This is an optimization exercise on Yosys and OpenROAD, whose aim is small area, a short achievable clock period and few clock cycles per item, not a production implementation.
Function was checked by simulation only, so behaviour that the tests miss may differ from the original.
Power is estimated from default activity; no workload was simulated.

==> flow/design.v (excerpt) <==
module hqc_encrypt (
    input  wire logic        clk,
    input  wire logic        rst,
    input  wire logic        wb_cyc,
    input  wire logic        wb_stb,
    input  wire logic        wb_we,
    input  wire logic [5:0]  wb_adr,
    input  wire logic [31:0] wb_dat_i,
    output logic [31:0]      wb_dat_o,
    output logic             wb_ack
);
Size: roughly 76 I/O pins.
Settings: LEC_CHECK=0, CAP_MARGIN=30, CORE_MARGIN=2, CORE_UTILIZATION=40, CTS_BUF_LIST=sky130_fd_sc_hd__clkbuf_8, SETUP_SLACK_MARGIN=4.2, SLEW_MARGIN=40; clock period 7.0 ns.
standard.sh (not shown) runs the stock make flow with config.mk's settings and CLKGATE_MAP_FILE= SYNTH_SCRIPT=/design/flow/synth_recipe.tcl, a recipe that flattens the netlist after the stock synthesis.
==> flow/flow/run.sh <==
#!/bin/bash
# The standard layout (standard.sh: ORFS synthesis to finish), with one
# change: the port buffers that global placement inserts are buf_4 cells
# instead of the default delay buffer, which is slow on input and output paths.
set -uo pipefail
export BUFFER_PORTS_ARGS="-buffer_cell sky130_fd_sc_hd__buf_4"
bash standard.sh finish > flow_make.log 2>&1
Testbench counts at the start, summed over its fixed seeds: cycles 6,720, jobs 96.
Change:
--- a/flow/design.v
+++ b/flow/design.v
@@ -129,23 +129,27 @@
             n <= 4'd0;
             started <= 1'b0;
         end else if (go) begin
             n <= 4'd1;
             started <= 1'b1;
         end else if (busy) begin
             n <= (n == 4'd11) ? 4'd0 : n + 4'd1;
         end
     end
-    logic [5:0] ja_busy;
+    logic [5:0] ja_oh, ja_busy, ja_nx;
     always_comb begin
         for (int j = 0; j < 6; j++) ja_busy[j] = ((n + 4'd2) >> 1) == 4'(j);
         ja_busy[0] = (n >= 4'd10);
-    end
+        if (rst || !busy) ja_nx = 6'b000001;
+        else ja_nx = ja_busy;
+        if (go) ja_nx = 6'b000010;
+    end
+    always_ff @(posedge clk) ja_oh <= ja_nx;
     logic [6:0] amt_nx, amt_busy;
     always_comb begin
         amt_busy = '0;
         for (int j = 0; j < 6; j++) amt_busy = amt_busy | (r2_loc[j] & {7{ja_busy[j]}});
         if (rst) amt_nx = '0;
         else if (busy) amt_nx = amt_busy;
         else if (wr && wb_adr == 6'd15) amt_nx = dat_g[6:0];
         else amt_nx = r2_loc[0];
         if (go) amt_nx = r2_loc[1];
@@ -172,38 +176,31 @@
     genvar k, i;
     generate
         for (k = 0; k < KA; k++) begin : g_sa
             for (i = 0; i < N; i++) begin : g_bit
                 assign sa[k+1][i] = amt_a[k] ? sa[k][(i + N - ((1 << k) % N)) % N] : sa[k][i];
             end
         end
     endgenerate
     assign rot_a = sa[KA];
-    logic nx_u;
-    logic [6:0] loc_busy, loc_nx, loc_r;
-    assign nx_u = !ph;
-    always_comb begin
-        loc_busy = '0;
-        for (int j = 0; j < 6; j++) loc_busy = loc_busy | ((nx_u ? r1_loc[j] : e_loc[j]) & {7{ja_busy[j]}});
-        if (rst) loc_nx = '0;
-        else if (busy) loc_nx = loc_busy;
-        else if (wr && wb_adr == (nx_u ? 6'd9 : 6'd21)) loc_nx = dat_g[6:0];
-        else loc_nx = nx_u ? r1_loc[0] : e_loc[0];
-        if (go) loc_nx = nx_u ? r1_loc[1] : e_loc[1];
-    end
-    always_ff @(posedge clk) loc_r <= loc_nx;
+    logic [6:0] loc_a;
+    always_comb begin
+        loc_a = '0;
+        for (int j = 0; j < 6; j++) loc_a = loc_a | ((ph ? r1_loc[j] : e_loc[j]) & {7{ja_oh[j]}});
+    end
     logic [7:0] t_f;
-    logic [6:0] fpos;
+    logic [6:0] d_f;
     logic [N-1:0] flip;
-    assign t_f = {1'b0, loc_r} - {1'b0, amt_a[6:KA], 3'b000};
-    assign fpos = t_f[7] ? 7'(t_f + 8'd97) : t_f[6:0];
-    always_comb begin
-        for (int b = 0; b < N; b++) flip[b] = rst ? (b == 0) : (fpos == 7'(b));
+    assign t_f = {1'b0, loc_a} - {1'b0, amt_a[6:KA], 3'b000};
+    always_comb begin
+        d_f = t_f[7] ? 7'(t_f + 8'd97) : t_f[6:0];
+        if (rst) d_f = '0;
+        for (int b = 0; b < N; b++) flip[b] = (d_f == 7'(b));
     end
     always_ff @(posedge clk) begin
         r_reg <= rot_a ^ flip;
         amt_b <= rst ? '0 : amt_a[6:KA];
     end
     logic [N-1:0] rot_b;
     logic [N-1:0] term;
     logic [N-1:0] sb [8-KA];
     assign sb[0] = r_reg;
=> The new run finished with timing, DRC and antenna clean; utilization goes up by 0.77 points; worst hold slack loses 29 ps; synthesized area goes down by a few percent; worst setup slack loses 710 ps; via count goes down by a little under a tenth; clock skew barely changes; critical path depth goes up by 5; routed wire length goes down by about a fifth; final area goes down slightly; combinational power goes down by well over a third.
Testbench counts after the change, summed over its fixed seeds: cycles 6,720, jobs 96.

* * *

Setup of main:
Another version of the RTL of hqc_encrypt (not shown whole).
For scale: ~3300 cells after synthesis, ~710 flip-flops, about 76 I/O pins.
clock: 7.0 ns
lec_check: 0
cap_margin: 30
core_margin: 2
core_utilization: 40
cts_buf_list: sky130_fd_sc_hd__clkbuf_8
setup_slack_margin: 4.2
slew_margin: 40
Scripts as last shown in full above: flow/flow/run.sh
Testbench counts of main, summed over its fixed seeds: cycles 6,720, jobs 96.
### main -> the feature branch
diff --git a/flow/design.v b/flow/design.v
--- a/flow/design.v
+++ b/flow/design.v
@@ -52,24 +52,22 @@
     logic [6:0]   r1_loc [6];
     logic [6:0]   r2_loc [6];
     logic [6:0]   e_loc [6];
     logic [7:0]   msg_reg;
     localparam int KA = 3;
     logic [3:0]   n;
     logic         started;
     logic         ph;
     logic [N-1:0] r_reg;
     logic [6-KA:0] amt_b;
     logic [6:0]   amt_a;
-    logic [7:0]   loc_hi;
-    logic [15:0]  loc_lo;
     logic access, wr, busy, go;
     logic [7:0]  dat_g;
     assign access = wb_cyc && wb_stb && !wb_ack;
     assign busy = (n != 4'd0);
     assign wr = access && wb_we && !busy;
     assign go = wr && (wb_adr == 6'd0) && wb_dat_i[0] && !rst;
     assign dat_g = wb_dat_i[7:0] & {8{!rst}};
     always_ff @(posedge clk) begin
         if (rst) wb_ack <= 1'b0;
         else wb_ack <= access;
     end
@@ -129,31 +127,27 @@
     always_ff @(posedge clk) begin
         if (rst) begin
             n <= 4'd0;
             started <= 1'b0;
         end else if (go) begin
             n <= 4'd1;
             started <= 1'b1;
         end else if (busy) begin
             n <= (n == 4'd11) ? 4'd0 : n + 4'd1;
         end
     end
-    logic [5:0] ja_oh, ja_busy, ja_nx;
+    logic [5:0] ja_busy;
     always_comb begin
         for (int j = 0; j < 6; j++) ja_busy[j] = ((n + 4'd2) >> 1) == 4'(j);
         ja_busy[0] = (n >= 4'd10);
-        if (rst || !busy) ja_nx = 6'b000001;
-        else ja_nx = ja_busy;
-        if (go) ja_nx = 6'b000010;
-    end
-    always_ff @(posedge clk) ja_oh <= ja_nx;
+    end
     logic [6:0] amt_nx, amt_busy;
     always_comb begin
         amt_busy = '0;
         for (int j = 0; j < 6; j++) amt_busy = amt_busy | (r2_loc[j] & {7{ja_busy[j]}});
         if (rst) amt_nx = '0;
         else if (busy) amt_nx = amt_busy;
         else if (wr && wb_adr == 6'd15) amt_nx = dat_g[6:0];
         else amt_nx = r2_loc[0];
         if (go) amt_nx = r2_loc[1];
     end
     always_ff @(posedge clk) amt_a <= amt_nx;
@@ -176,50 +170,65 @@
     logic [N-1:0] sa [KA+1];
     assign sa[0] = in_a;
     genvar k, i;
     generate
         for (k = 0; k < KA; k++) begin : g_sa
             for (i = 0; i < N; i++) begin : g_bit
                 assign sa[k+1][i] = amt_a[k] ? sa[k][(i + N - ((1 << k) % N)) % N] : sa[k][i];
             end
         end
     endgenerate
     assign rot_a = sa[KA];
-    logic [6:0] loc_a;
-    always_comb begin
-        loc_a = '0;
-        for (int j = 0; j < 6; j++) loc_a = loc_a | ((ph ? r1_loc[j] : e_loc[j]) & {7{ja_oh[j]}});
-    end
-    always_ff @(posedge clk) begin
-        r_reg <= rot_a;
-        amt_b <= amt_a[6:KA];
-        for (int b = 0; b < 8; b++) loc_hi[b] <= (rst && b == 0) || (!rst && loc_a[6:4] == 3'(b));
-        for (int b = 0; b < 16; b++) loc_lo[b] <= (rst && b == 0) || (!rst && loc_a[3:0] == 4'(b));
-    end
+    logic nx_u;
+    logic [6:0] loc_busy, loc_idle, loc_go, amt_idle;
+    logic [7:0] t_busy, t_idle, t_go;
+    logic [6:0] fpos_nx, fpos;
+    assign nx_u = !ph;
+    always_comb begin
+        loc_busy = '0;
+        for (int j = 0; j < 6; j++) loc_busy = loc_busy | ((nx_u ? r1_loc[j] : e_loc[j]) & {7{ja_busy[j]}});
+        loc_idle = nx_u ? r1_loc[0] : e_loc[0];
+        if (nx_u && wr && wb_adr == 6'd9) loc_idle = dat_g[6:0];
+        if (!nx_u && wr && wb_adr == 6'd21) loc_idle = dat_g[6:0];
+        amt_idle = (wr && wb_adr == 6'd15) ? dat_g[6:0] : r2_loc[0];
+        loc_go = nx_u ? r1_loc[1] : e_loc[1];
+        t_busy = {1'b0, loc_busy} - {1'b0, amt_busy[6:KA], 3'b000};
+        t_idle = {1'b0, loc_idle} - {1'b0, amt_idle[6:KA], 3'b000};
+        t_go = {1'b0, loc_go} - {1'b0, r2_loc[1][6:KA], 3'b000};
+        if (rst) fpos_nx = '0;
+        else if (busy) fpos_nx = t_busy[7] ? 7'(t_busy + 8'd97) : t_busy[6:0];
+        else fpos_nx = t_idle[7] ? 7'(t_idle + 8'd97) : t_idle[6:0];
+        if (go) fpos_nx = t_go[7] ? 7'(t_go + 8'd97) : t_go[6:0];
+    end
+    always_ff @(posedge clk) fpos <= fpos_nx;
     logic [N-1:0] flip;
+    always_comb begin
+        for (int b = 0; b < N; b++) flip[b] = rst ? (b == 0) : (fpos == 7'(b));
+    end
+    always_ff @(posedge clk) begin
+        r_reg <= rot_a ^ flip;
+        amt_b <= rst ? '0 : amt_a[6:KA];
+    end
     logic [N-1:0] rot_b;
     logic [N-1:0] term;
-    always_comb begin
-        for (int b = 0; b < N; b++) flip[b] = loc_hi[b / 16] && loc_lo[b % 16];
-    end
     logic [N-1:0] sb [8-KA];
     assign sb[0] = r_reg;
     generate
         for (k = 0; k < 7 - KA; k++) begin : g_sb
             for (i = 0; i < N; i++) begin : g_bit
                 assign sb[k+1][i] = amt_b[k] ? sb[k][(i + N - ((1 << (k + KA)) % N)) % N] : sb[k][i];
             end
         end
     endgenerate
     assign rot_b = sb[7-KA];
-    assign term = rot_b ^ flip;
+    assign term = rot_b;
     logic exec, add_u, add_v;
     logic [N-1:0] codeword;
     assign exec = go || busy;
     assign add_u = exec && !ph && !rst;
     assign add_v = exec && ph && !rst;
     always_comb begin
         codeword = '0;
         for (int b = 0; b < 96; b++) codeword[b] = msg_reg[b / 12];
     end
     always_ff @(posedge clk) begin
         u_reg <= (u_reg & {N{!rst && !go}}) ^ (term & {N{add_u}});
[summary]
Compared with main, in the feature branch count of sequential standard cells saw a decrease, net load switching power now sits higher.
Delta (the feature branch minus main): time the worst path needs with I/O delays and setup now larger; finished layout cell area now larger; xor and xnor fraction of the mapped netlist area shrank by 0.18 points.
Run comparison: main slowest cell on the critical path o21a_4; the feature branch slowest cell on the critical path or3b_4
Taking main as the reference point, the initial antenna violation count of the feature branch falls by 5.
Uppermost layer routed: met4 -> the feature branch, met5 -> main
Testbench counts of the feature branch, summed over its fixed seeds: cycles 6,720, jobs 96.

* * *

The RTL this note starts from:
==> flow/design.v <==
`default_nettype none
package hqc_pkg;
    localparam int N = 97;
    localparam int WEIGHT = 6;
    localparam int LOC_W = 7;
    localparam int IDX_W = 3;
    localparam int MSG_W = 8;
    localparam int REP = 12;
    localparam int WORD_W = 32;
    localparam int POLY_WORDS = 4;
    typedef logic [N-1:0] poly_t;
    typedef logic [LOC_W-1:0] loc_t;
    localparam logic [5:0] ADDR_CTRL = 6'd0;
    localparam logic [5:0] ADDR_H = 6'd1;
    localparam logic [5:0] ADDR_S = 6'd5;
    localparam logic [5:0] ADDR_R1 = 6'd9;
    localparam logic [5:0] ADDR_R2 = 6'd15;
    localparam logic [5:0] ADDR_E = 6'd21;
    localparam logic [5:0] ADDR_MSG = 6'd27;
    localparam logic [5:0] ADDR_U = 6'd28;
    localparam logic [5:0] ADDR_V = 6'd32;
    typedef enum logic {
        JOB_U,
        JOB_V
    } job_t;
    typedef enum logic [1:0] {
        SEQ_IDLE,
        SEQ_ISSUE_U,
        SEQ_ISSUE_V,
        SEQ_WAIT
    } seq_state_t;
endpackage
`default_nettype wire
`timescale 1ns/1ps
`default_nettype none
module hqc_encrypt (
    input  wire logic        clk,
    input  wire logic        rst,
    input  wire logic        wb_cyc,
    input  wire logic        wb_stb,
    input  wire logic        wb_we,
    input  wire logic [5:0]  wb_adr,
    input  wire logic [31:0] wb_dat_i,
    output logic [31:0]      wb_dat_o,
    output logic             wb_ack
);
    localparam int N = 97;
    logic [N-1:0] h_reg;
    logic [N-1:0] s_reg;
    logic [N-1:0] u_reg;
    logic [N-1:0] v_reg;
    logic [6:0]   r1_loc [6];
    logic [6:0]   r2_loc [6];
    logic [6:0]   e_loc [6];
    logic [7:0]   msg_reg;
    localparam int KA = 3;
    logic [3:0]   n;
    logic         started;
    logic         ph;
    logic [N-1:0] r_reg;
    logic [6-KA:0] amt_b;
    logic [6:0]   amt_a;
    logic [7:0]   loc_hi;
    logic [15:0]  loc_lo;
    logic access, wr, busy, go;
    logic [7:0]  dat_g;
    assign access = wb_cyc && wb_stb && !wb_ack;
    assign busy = (n != 4'd0);
    assign wr = access && wb_we && !busy;
    assign go = wr && (wb_adr == 6'd0) && wb_dat_i[0] && !rst;
    assign dat_g = wb_dat_i[7:0] & {8{!rst}};
    always_ff @(posedge clk) begin
        if (rst) wb_ack <= 1'b0;
        else wb_ack <= access;
    end
    logic [127:0] h_pad, s_pad, u_pad, v_pad;
    logic [3:0] h_ok, s_ok;
    logic [N-1:0] h_val, s_val;
    assign h_val = h_reg & {{1{h_ok[3]}}, {32{h_ok[2]}}, {32{h_ok[1]}}, {32{h_ok[0]}}};
    assign s_val = s_reg & {{1{s_ok[3]}}, {32{s_ok[2]}}, {32{s_ok[1]}}, {32{s_ok[0]}}};
    assign h_pad = {31'b0, h_val};
    assign s_pad = {31'b0, s_val};
    assign u_pad = {31'b0, u_reg};
    assign v_pad = {31'b0, v_reg};
    always_ff @(posedge clk) begin
        for (int k = 0; k < 3; k++) begin
            if (wr && wb_adr == 6'(1 + k)) h_reg[32*k +: 32] <= wb_dat_i;
            if (wr && wb_adr == 6'(5 + k)) s_reg[32*k +: 32] <= wb_dat_i;
        end
        if (wr && wb_adr == 6'd4) h_reg[96] <= wb_dat_i[0];
        if (wr && wb_adr == 6'd8) s_reg[96] <= wb_dat_i[0];
        for (int k = 0; k < 4; k++) begin
            if (rst) h_ok[k] <= 1'b0;
            else if (wr && wb_adr == 6'(1 + k)) h_ok[k] <= 1'b1;
            if (rst) s_ok[k] <= 1'b0;
            else if (wr && wb_adr == 6'(5 + k)) s_ok[k] <= 1'b1;
        end
        for (int j = 0; j < 6; j++) begin
            if (rst || (wr && wb_adr == 6'(9 + j)))  r1_loc[j] <= dat_g[6:0];
            if (rst || (wr && wb_adr == 6'(15 + j))) r2_loc[j] <= dat_g[6:0];
            if (rst || (wr && wb_adr == 6'(21 + j))) e_loc[j] <= dat_g[6:0];
        end
        if (rst || (wr && wb_adr == 6'd27)) msg_reg <= dat_g[7:0];
    end
    logic [31:0] rd_data;
    logic done_vis, busy_vis;
    assign done_vis = (n == 4'd0) ? started : (n >= 4'd10);
    assign busy_vis = busy && !(n >= 4'd10);
    logic [35:0] sel;
    always_comb begin
        for (int a = 0; a < 36; a++) sel[a] = (wb_adr == 6'(a));
    end
    always_comb begin
        rd_data = {30'b0, done_vis & sel[0], busy_vis & sel[0]};
        for (int k = 0; k < 4; k++) begin
            rd_data = rd_data | (h_pad[32*k +: 32] & {32{sel[1 + k]}});
            rd_data = rd_data | (s_pad[32*k +: 32] & {32{sel[5 + k]}});
            rd_data = rd_data | (u_pad[32*k +: 32] & {32{sel[28 + k]}});
            rd_data = rd_data | (v_pad[32*k +: 32] & {32{sel[32 + k]}});
        end
        for (int j = 0; j < 6; j++) begin
            rd_data[6:0] = rd_data[6:0] | (r1_loc[j] & {7{sel[9 + j]}});
            rd_data[6:0] = rd_data[6:0] | (r2_loc[j] & {7{sel[15 + j]}});
            rd_data[6:0] = rd_data[6:0] | (e_loc[j] & {7{sel[21 + j]}});
        end
        rd_data[7:0] = rd_data[7:0] | (msg_reg & {8{sel[27]}});
    end
    always_ff @(posedge clk) wb_dat_o <= rd_data;
    always_ff @(posedge clk) begin
        if (rst) begin
            n <= 4'd0;
            started <= 1'b0;
        end else if (go) begin
            n <= 4'd1;
            started <= 1'b1;
        end else if (busy) begin
            n <= (n == 4'd11) ? 4'd0 : n + 4'd1;
        end
    end
    logic [5:0] ja_oh, ja_busy, ja_nx;
    always_comb begin
        for (int j = 0; j < 6; j++) ja_busy[j] = ((n + 4'd2) >> 1) == 4'(j);
        ja_busy[0] = (n >= 4'd10);
        if (rst || !busy) ja_nx = 6'b000001;
        else ja_nx = ja_busy;
        if (go) ja_nx = 6'b000010;
    end
    always_ff @(posedge clk) ja_oh <= ja_nx;
    logic [6:0] amt_nx, amt_busy;
    always_comb begin
        amt_busy = '0;
        for (int j = 0; j < 6; j++) amt_busy = amt_busy | (r2_loc[j] & {7{ja_busy[j]}});
        if (rst) amt_nx = '0;
        else if (busy) amt_nx = amt_busy;
        else if (wr && wb_adr == 6'd15) amt_nx = dat_g[6:0];
        else amt_nx = r2_loc[0];
        if (go) amt_nx = r2_loc[1];
    end
    always_ff @(posedge clk) amt_a <= amt_nx;
    always_ff @(posedge clk) begin
        if (rst) ph <= 1'b0;
        else ph <= !ph;
    end
    logic [3:0] sel_h, sel_s;
    always_ff @(posedge clk) begin
        for (int k = 0; k < 4; k++) begin
            sel_h[k] <= !rst && !ph && (h_ok[k] || (wr && wb_adr == 6'(1 + k)));
            sel_s[k] <= !rst && ph && (s_ok[k] || (wr && wb_adr == 6'(5 + k)));
        end
    end
    logic [N-1:0] in_a;
    logic [N-1:0] rot_a;
    always_comb begin
        for (int i = 0; i < N; i++) in_a[i] = (h_reg[i] & sel_h[i / 32]) | (s_reg[i] & sel_s[i / 32]);
    end
    logic [N-1:0] sa [KA+1];
    assign sa[0] = in_a;
    genvar k, i;
    generate
        for (k = 0; k < KA; k++) begin : g_sa
            for (i = 0; i < N; i++) begin : g_bit
                assign sa[k+1][i] = amt_a[k] ? sa[k][(i + N - ((1 << k) % N)) % N] : sa[k][i];
            end
        end
    endgenerate
    assign rot_a = sa[KA];
    logic [6:0] loc_a;
    always_comb begin
        loc_a = '0;
        for (int j = 0; j < 6; j++) loc_a = loc_a | ((ph ? r1_loc[j] : e_loc[j]) & {7{ja_oh[j]}});
    end
    always_ff @(posedge clk) begin
        r_reg <= rot_a & {N{!rst}};
        amt_b <= amt_a[6:KA];
        for (int b = 0; b < 8; b++) loc_hi[b] <= (rst && b == 0) || (!rst && loc_a[6:4] == 3'(b));
        for (int b = 0; b < 16; b++) loc_lo[b] <= (rst && b == 0) || (!rst && loc_a[3:0] == 4'(b));
    end
    logic [N-1:0] flip;
    logic [N-1:0] rot_b;
    logic [N-1:0] term;
    always_comb begin
        for (int b = 0; b < N; b++) flip[b] = loc_hi[b / 16] && loc_lo[b % 16];
    end
    logic [N-1:0] sb [8-KA];
    assign sb[0] = r_reg;
    generate
        for (k = 0; k < 7 - KA; k++) begin : g_sb
            for (i = 0; i < N; i++) begin : g_bit
                assign sb[k+1][i] = amt_b[k] ? sb[k][(i + N - ((1 << (k + KA)) % N)) % N] : sb[k][i];
            end
        end
    endgenerate
    assign rot_b = sb[7-KA];
    assign term = rot_b ^ flip;
    logic add_u, add_v;
    logic [N-1:0] codeword;
    logic en_u, en_v, busy_nx;
    assign busy_nx = !rst && (go || (busy && n != 4'd11));
    always_ff @(posedge clk) begin
        en_u <= busy_nx && (ph || rst);
        en_v <= busy_nx && !ph && !rst;
    end
    assign add_u = (en_u || (go && !ph)) && !rst;
    assign add_v = (en_v || (go && ph)) && !rst;
    always_comb begin
        codeword = '0;
        for (int b = 0; b < 96; b++) codeword[b] = msg_reg[b / 12];
    end
    always_ff @(posedge clk) begin
        u_reg <= (u_reg & {N{!rst && !go}}) ^ (term & {N{add_u}});
        v_reg <= (go ? codeword : (v_reg & {N{!rst}})) ^ (term & {N{add_v}});
    end
endmodule
`default_nettype wire
==> flow/config.mk <==
export PLATFORM = sky130hd
export DESIGN_NAME = hqc_encrypt
export DESIGN_NICKNAME = hqc_encrypt
export VERILOG_FILES = /design/flow/design.v
export SDC_FILE = /design/flow/constraint.sdc
export NUM_CORES = 4
export LEC_CHECK = 0
export CAP_MARGIN = 30
export CORE_MARGIN = 2
export CORE_UTILIZATION = 40
export SETUP_SLACK_MARGIN = 4.2
export SLEW_MARGIN = 40
==> flow/constraint.sdc <==
create_clock -name core_clock -period 7.0 [get_ports {clk}]
set_input_delay 1.4000 -clock core_clock [delete_from_list [all_inputs] [get_ports {clk}]]
set_output_delay 1.4000 -clock core_clock [all_outputs]
set_load 0.01 [all_outputs]
Scripts as last shown in full above: flow/flow/run.sh
Testbench counts at the start, summed over its fixed seeds: cycles 6,720, jobs 96.
Edit:
--- a/flow/design.v
+++ b/flow/design.v
@@ -59,18 +59,22 @@
     logic         ph;
     logic [N-1:0] r_reg;
     logic [6-KA:0] amt_b;
     logic [6:0]   amt_a;
     logic [7:0]   loc_hi;
     logic [15:0]  loc_lo;
-    logic access, wr, busy, go;
+    logic access, wr, busy, start, go;
     logic [7:0]  dat_g;
     assign access = wb_cyc && wb_stb && !wb_ack;
-    assign busy = (n != 4'd0);
+    assign busy = (n != 4'd0) || go;
     assign wr = access && wb_we && !busy;
-    assign go = wr && (wb_adr == 6'd0) && wb_dat_i[0] && !rst;
+    assign start = wr && (wb_adr == 6'd0) && wb_dat_i[0] && !rst;
+    always_ff @(posedge clk) begin
+        if (rst) go <= 1'b0;
+        else go <= start;
+    end
     assign dat_g = wb_dat_i[7:0] & {8{!rst}};
     always_ff @(posedge clk) begin
         if (rst) wb_ack <= 1'b0;
         else wb_ack <= access;
     end
     logic [127:0] h_pad, s_pad, u_pad, v_pad;
@@ -101,13 +105,13 @@
             if (rst || (wr && wb_adr == 6'(21 + j))) e_loc[j] <= dat_g[6:0];
         end
         if (rst || (wr && wb_adr == 6'd27)) msg_reg <= dat_g[7:0];
     end
     logic [31:0] rd_data;
     logic done_vis, busy_vis;
-    assign done_vis = (n == 4'd0) ? started : (n >= 4'd10);
+    assign done_vis = !go && ((n == 4'd0) ? started : (n >= 4'd10));
     assign busy_vis = busy && !(n >= 4'd10);
     logic [35:0] sel;
     always_comb begin
         for (int a = 0; a < 36; a++) sel[a] = (wb_adr == 6'(a));
     end
     always_comb begin
@@ -127,34 +131,33 @@
     end
     always_ff @(posedge clk) wb_dat_o <= rd_data;
     always_ff @(posedge clk) begin
         if (rst) begin
             n <= 4'd0;
             started <= 1'b0;
-        end else if (go) begin
-            n <= 4'd1;
-            started <= 1'b1;
-        end else if (busy) begin
-            n <= (n == 4'd11) ? 4'd0 : n + 4'd1;
+        end else begin
+            if (start) started <= 1'b1;
+            if (go) n <= 4'd1;
+            else if (n != 4'd0) n <= (n == 4'd11) ? 4'd0 : n + 4'd1;
         end
     end
     logic [5:0] ja_oh, ja_busy, ja_nx;
     always_comb begin
         for (int j = 0; j < 6; j++) ja_busy[j] = ((n + 4'd2) >> 1) == 4'(j);
         ja_busy[0] = (n >= 4'd10);
-        if (rst || !busy) ja_nx = 6'b000001;
+        if (rst || n == 4'd0) ja_nx = 6'b000001;
         else ja_nx = ja_busy;
         if (go) ja_nx = 6'b000010;
     end
     always_ff @(posedge clk) ja_oh <= ja_nx;
     logic [6:0] amt_nx, amt_busy;
     always_comb begin
         amt_busy = '0;
         for (int j = 0; j < 6; j++) amt_busy = amt_busy | (r2_loc[j] & {7{ja_busy[j]}});
         if (rst) amt_nx = '0;
-        else if (busy) amt_nx = amt_busy;
+        else if (n != 4'd0) amt_nx = amt_busy;
         else if (wr && wb_adr == 6'd15) amt_nx = dat_g[6:0];
         else amt_nx = r2_loc[0];
         if (go) amt_nx = r2_loc[1];
     end
     always_ff @(posedge clk) amt_a <= amt_nx;
     always_ff @(posedge clk) begin
@@ -209,22 +212,17 @@
                 assign sb[k+1][i] = amt_b[k] ? sb[k][(i + N - ((1 << (k + KA)) % N)) % N] : sb[k][i];
             end
         end
     endgenerate
     assign rot_b = sb[7-KA];
     assign term = rot_b ^ flip;
-    logic add_u, add_v;
+    logic exec, add_u, add_v;
     logic [N-1:0] codeword;
-    logic en_u, en_v, busy_nx;
-    assign busy_nx = !rst && (go || (busy && n != 4'd11));
-    always_ff @(posedge clk) begin
-        en_u <= busy_nx && (ph || rst);
-        en_v <= busy_nx && !ph && !rst;
-    end
-    assign add_u = (en_u || (go && !ph)) && !rst;
-    assign add_v = (en_v || (go && ph)) && !rst;
+    assign exec = busy;
+    assign add_u = exec && !ph && !rst;
+    assign add_v = exec && ph && !rst;
     always_comb begin
         codeword = '0;
         for (int b = 0; b < 96; b++) codeword[b] = msg_reg[b / 12];
     end
     always_ff @(posedge clk) begin
         u_reg <= (u_reg & {N{!rst && !go}}) ^ (term & {N{add_u}});
After rerunning: Core utilization decreases by 4.8 points. Design area decreases by 4.2%. Sequential power increases by about 2%. Fmax increases by 4.3%. Sequential share of layout area increases by 1.5 points. Count of clock-buffer cells in the layout increases by 5. Global-route usage decreases by 1.6 points. First-iteration DRC count increases by 11%. Worst setup slack gets better by 0.13 ns.
Testbench counts after the change, summed over its fixed seeds: cycles 6,912, jobs 96.

## static timing again, ports no longer ideal
The flow's constraints put no driver on any port. The routed layouts listed below were extracted and timed again, unchanged, in two steps. Step 1, drivers: a clkbuf_16 drives clk and a buf_2 each remaining input, both assumed. Step 2 also shifts input and output timing later by t, the mid clock arrival at the registers, as if the neighbouring blocks saw the same clock. a / b / c = ideal ports / drivers / drivers and shift; a / b = the first two.
run	t, ns	setup slack, ns	latest minus earliest clock arrival (ns)
the first run of note 1	0.886	4.002 / 4.002 / 3.266	0.075 / 0.074
the second run of note 1	0.834	3.291 / 3.291 / 2.678	0.083 / 0.083
main	0.863	4.120 / 4.134 / 3.271	0.053 / 0.054
the feature branch	0.863	3.152 / 3.173 / 2.309	0.097 / 0.097
the first run of note 3	0.732	3.981 / 3.965 / 3.233	0.040 / 0.040
the second run of note 3	0.746	4.107 / 4.067 / 3.322	0.041 / 0.041
After both steps every run listed still meets setup and hold. The setup slack of main, which loses most, moves by +0.014 ns with the drivers and by -0.849 ns with both steps.
